This is an optimization exercise on Yosys and OpenROAD, whose aim is small area, a short achievable clock period and few clock cycles per item, not a production implementation. Function was checked by simulation only, so behaviour that the tests miss may differ from the original. Power is estimated from default activity; no workload was simulated.

run A:
==> module double_ended_queue_top, before the edit <==
module double_ended_queue_top (
  input  logic                              clk,
  input  logic                              rst_n,
  input  logic                              in_valid,
  output logic                              in_ready,
  input  logic [deq_pkg::CMD_W-1:0]         in_command,
  input  logic signed [deq_pkg::DATA_W-1:0] in_value,
  output logic                              out_valid,
  input  logic                              out_ready,
  output logic signed [deq_pkg::DATA_W-1:0] out_data,
  output logic [deq_pkg::ST_W-1:0]          out_status,
  output logic                              out_empty_res,
  output logic                              out_last
);
  localparam int unsigned DEPTH = deq_pkg::DEPTH;
  localparam int unsigned AW    = deq_pkg::AW;
  localparam int unsigned CW    = deq_pkg::CW;
  localparam int unsigned DW    = deq_pkg::DATA_W;
  logic [DW-1:0] mem [DEPTH];
  logic [AW-1:0] front;        
  logic [AW-1:0] rear;         
  logic [CW-1:0] cnt;
  logic [AW-1:0] front_m1;     
  logic [AW-1:0] rear_p1;      
  logic          rdy;
  logic          wok;          
  logic          y_v;
  logic [AW-1:0] rp;
  logic [DEPTH-1:0] rsel;      
  logic [1:0]    y_s;
  logic          y_e;
  logic          y_l;
  logic          dnl;          
  logic          out_v;
  logic [DW-1:0] out_d;
  logic [1:0]    out_s;
  logic          out_e;
  logic          out_l;
  logic          sk_v;
  logic [DW-1:0] sk_d;
  logic [1:0]    sk_s;
  logic          sk_e;
  logic          sk_l;
  logic          x;
  logic          full;
  logic          empty;
  logic          cnt_one;
  logic          cnt_ge2;
  logic          c_pushf, c_pushr, c_popf, c_popr, c_dump, c_push, c_pop;
  logic [DEPTH-1:0] wf_ok;
  logic [DEPTH-1:0] wr_ok;
  logic [DEPTH-1:0] we_w;
  logic          out_free;
  logic          y_mv;
  logic [AW-1:0] rp_inc;
  logic          nxt_last;
  logic [DW-1:0] res_d;
  logic          sk_v_n;
  logic [CW-1:0] cnt_n;
  logic          dnl_n;
  logic [1:0]    x_s;
  logic [DEPTH-1:0] front_oh;
  logic [DEPTH-1:0] rear_oh;
  logic          x_e;
  assign full    = cnt[CW-1];
  assign empty   = (cnt == '0);
  assign cnt_one = (cnt == CW'(1));
  assign cnt_ge2 = |cnt[CW-1:1];
  assign c_pushf = (in_command == 3'd0);
  assign c_pushr = (in_command == 3'd1);
  assign c_popf  = (in_command == 3'd2);
  assign c_popr  = (in_command == 3'd3);
  assign c_dump  = (in_command == 3'd5);
  assign c_push  = c_pushf || c_pushr;
  assign c_pop   = c_popf || c_popr;
  assign x  = in_valid && rdy;
  assign out_free = !out_v || out_ready;
  assign y_mv     = !sk_v;
  assign rp_inc   = rp + 1'b1;
  assign nxt_last = (rp_inc == rear);
  assign in_ready = rdy;
  always_comb begin
    x_s = deq_pkg::ST_OK;
    x_e = empty;
    if (c_push) begin
      x_e = 1'b0;
      if (full) x_s = deq_pkg::ST_OVER;
    end
    if (c_pop) begin
      if (empty) x_s = deq_pkg::ST_UNDER;
      else       x_e = cnt_one;
    end
    if (c_dump && !empty) x_e = 1'b0;
  end
  always_comb begin
    res_d = sk_d & {DW{sk_v}};
    for (int i = 0; i < DEPTH; i++) begin
      res_d = res_d | (mem[i] & {DW{rsel[i] && !sk_v}});
    end
  end
  always_comb begin
    for (int i = 0; i < DEPTH; i++) begin
      front_oh[i] = (front == AW'(i));
      rear_oh[i]  = (rear == AW'(i));
    end
  end
  always_comb begin
    for (int i = 0; i < DEPTH; i++) begin
      wf_ok[i] = wok && (front_m1 == AW'(i));
      wr_ok[i] = wok && (rear_p1 == AW'(i));
      we_w[i]  = in_command[0] ? wr_ok[i] : wf_ok[i];
    end
  end
  always_ff @(posedge clk) begin
    for (int i = 0; i < DEPTH; i++) begin
      if (we_w[i]) mem[i] <= in_value;
    end
  end
  always_comb begin
    cnt_n = cnt;
    if (x && c_push && !full) cnt_n = cnt + 1'b1;
    if (x && c_pop && !empty) cnt_n = cnt - 1'b1;
    sk_v_n = !out_free && (sk_v || y_v);
    dnl_n = dnl;
    if (y_mv) begin
      if (dnl)    dnl_n = !nxt_last;
      else if (x) dnl_n = c_dump && cnt_ge2;
      else        dnl_n = 1'b0;
    end
  end
  always_ff @(posedge clk) begin
    if (!rst_n) begin
      front    <= '0;
      rear     <= '1;
      front_m1 <= '1;
      rear_p1  <= '0;
      cnt   <= '0;
      rdy   <= 1'b1;
      wok   <= 1'b1;
      y_v   <= 1'b0;
      dnl   <= 1'b0;
      out_v <= 1'b0;
      sk_v  <= 1'b0;
    end else begin
      if (x) begin
        if (c_pushf && !full) begin
          front    <= front_m1;
          front_m1 <= front_m1 - 1'b1;
        end
        if (c_popf && !empty) begin
          front    <= front + 1'b1;
          front_m1 <= front;
        end
        if (c_pushr && !full) begin
          rear    <= rear_p1;
          rear_p1 <= rear_p1 + 1'b1;
        end
        if (c_popr && !empty) begin
          rear    <= rear - 1'b1;
          rear_p1 <= rear;
        end
      end
      cnt  <= cnt_n;
      rdy  <= !sk_v_n && !dnl_n;
      wok  <= !sk_v_n && !dnl_n && !cnt_n[CW-1];
      dnl  <= dnl_n;
      sk_v <= sk_v_n;
      if (y_mv) y_v <= dnl || x;
      if (out_free) out_v <= sk_v || y_v;
    end
  end
  always_ff @(posedge clk) begin
    if (y_mv) begin
      if (dnl) begin
        rp   <= rp_inc;
        rsel <= {rsel[DEPTH-2:0], rsel[DEPTH-1]};
        y_s  <= deq_pkg::ST_OK;
        y_e  <= 1'b0;
        y_l  <= nxt_last;
      end else begin
        rp   <= c_popr ? rear : front;
        rsel <= (x && (c_pop || c_dump) && !empty) ? (c_popr ? rear_oh : front_oh) : '0;
        y_s  <= x_s;
        y_e  <= x_e;
        y_l  <= !(c_dump && cnt_ge2);
      end
    end
    if (out_free) begin
      out_d <= res_d;
      out_s <= sk_v ? sk_s : y_s;
      out_e <= sk_v ? sk_e : y_e;
      out_l <= sk_v ? sk_l : y_l;
    end
    if (!sk_v) begin
      sk_d <= res_d;
      sk_s <= y_s;
      sk_e <= y_e;
      sk_l <= y_l;
    end
  end
  assign out_valid     = out_v;
  assign out_data      = out_d;
  assign out_status    = out_s;
  assign out_empty_res = out_e;
  assign out_last      = out_l;
endmodule
==> flow/config.mk <==
export PLATFORM = sky130hd
export DESIGN_NAME = double_ended_queue_top
export DESIGN_NICKNAME = double_ended_queue_top
export VERILOG_FILES = /design/flow/design.v
export SDC_FILE = /design/flow/constraint.sdc
export NUM_CORES = 4
export LEC_CHECK = 0
export CAP_MARGIN = 0
export CORE_MARGIN = 2
export CORE_UTILIZATION = 70
export CTS_CLUSTER_DIAMETER = 100
export CTS_CLUSTER_SIZE = 30
export SETUP_SLACK_MARGIN = 2.7
export SLEW_MARGIN = 0
==> flow/constraint.sdc <==
create_clock -name core_clock -period 5.0 [get_ports {clk}]
set_input_delay 1.0000 -clock core_clock [delete_from_list [all_inputs] [get_ports {clk}]]
set_output_delay 1.0000 -clock core_clock [all_outputs]
set_load 0.01 [all_outputs]
run.sh (not shown) runs the stock make flow with config.mk's settings and CLKGATE_MAP_FILE= SYNTH_SCRIPT=/design/flow/synth_recipe.tcl, a recipe that flattens the netlist after the stock synthesis.
Testbench counts of run A, summed over its fixed seeds: cycles 5,691, items 4,800.
> inputs changed (run A -> run B)
--- a/flow/design.v
+++ b/flow/design.v
@@ -76,9 +76,8 @@
   logic [CW-1:0] cnt;
   logic [AW-1:0] front_m1;     
   logic [AW-1:0] rear_p1;      
   logic          rdy;
-  logic          wok;          
   logic          y_v;
   logic [AW-1:0] rp;
   logic [DEPTH-1:0] rsel;      
   logic [1:0]    y_s;
@@ -109,9 +108,8 @@
   logic [AW-1:0] rp_inc;
   logic          nxt_last;
   logic [DW-1:0] res_d;
   logic          sk_v_n;
-  logic [CW-1:0] cnt_n;
   logic          dnl_n;
   logic [1:0]    x_s;
   logic [DEPTH-1:0] front_oh;
   logic [DEPTH-1:0] rear_oh;
@@ -159,10 +157,10 @@
     end
   end
   always_comb begin
     for (int i = 0; i < DEPTH; i++) begin
-      wf_ok[i] = wok && (front_m1 == AW'(i));
-      wr_ok[i] = wok && (rear_p1 == AW'(i));
+      wf_ok[i] = rdy && !full && (front_m1 == AW'(i));
+      wr_ok[i] = rdy && !full && (rear_p1 == AW'(i));
       we_w[i]  = in_command[0] ? wr_ok[i] : wf_ok[i];
     end
   end
   always_ff @(posedge clk) begin
@@ -170,11 +168,8 @@
       if (we_w[i]) mem[i] <= in_value;
     end
   end
   always_comb begin
-    cnt_n = cnt;
-    if (x && c_push && !full) cnt_n = cnt + 1'b1;
-    if (x && c_pop && !empty) cnt_n = cnt - 1'b1;
     sk_v_n = !out_free && (sk_v || y_v);
     dnl_n = dnl;
     if (y_mv) begin
       if (dnl)    dnl_n = !nxt_last;
@@ -189,9 +184,8 @@
       front_m1 <= '1;
       rear_p1  <= '0;
       cnt   <= '0;
       rdy   <= 1'b1;
-      wok   <= 1'b1;
       y_v   <= 1'b0;
       dnl   <= 1'b0;
       out_v <= 1'b0;
       sk_v  <= 1'b0;
@@ -212,12 +206,12 @@
         if (c_popr && !empty) begin
           rear    <= rear - 1'b1;
           rear_p1 <= rear;
         end
+        if (c_push && !full)   cnt   <= cnt + 1'b1;
+        if (c_pop && !empty)   cnt   <= cnt - 1'b1;
       end
-      cnt  <= cnt_n;
       rdy  <= !sk_v_n && !dnl_n;
-      wok  <= !sk_v_n && !dnl_n && !cnt_n[CW-1];
       dnl  <= dnl_n;
       sk_v <= sk_v_n;
       if (y_mv) y_v <= dnl || x;
       if (out_free) out_v <= sk_v || y_v;
### Flow results
- Changes observed in run B relative to run A: clock-net power essentially unchanged, post-CTS setup buffer count decreased 11, global routing usage on met1 increased 2.1 points, fmax increased 1.1%.
- In run B, the final critical path time including I/O delays and setup came out 26 ps below the value in run A.
- Final cell area: run B below run A
- Diff run A -> run B: die area went down 210 µm²; met3 layer usage reported by global route shows a reduction of 0.77 points.
- Cmp run B and run A / core utilization / higher: run A
- Run B and run A ended up with roughly the same cell count.
- Delta(buffering overhead, run B - run A) < 0
Testbench counts of run B, summed over its fixed seeds: cycles 5,691, items 4,800.

[what the ideal ports hide]
No port has a modelled driver above. Below, the same layouts with a new extraction and two added sets of constraints. Step 1, drivers: a clkbuf_16 drives clk and a buf_2 each remaining input, both assumed. Step 2, shift: input delay + t, output delay - t, t = (earliest + latest rising clock arrival at the registers) / 2. This alone moves slack from input paths to output paths. Slacks: ideal ports / drivers / drivers and shift; pairs: ideal ports / drivers.
run	shift t [ns]	slack for setup (ns)	worst hold slack (ns)	worst data-port slew with drivers (ns)	pins driven straight from the clock port
run A	0.710	2.650 / 2.650 / 1.988	0.494 / 0.494 / 0.494	0.04	1
run B	0.698	2.676 / 2.653 / 2.022	0.484 / 0.484 / 0.484	0.12	1
After both steps setup and hold are still met in every run listed. For run A, which loses most, drivers alone change the setup slack by 0.000 ns; drivers and shift together by -0.662 ns.
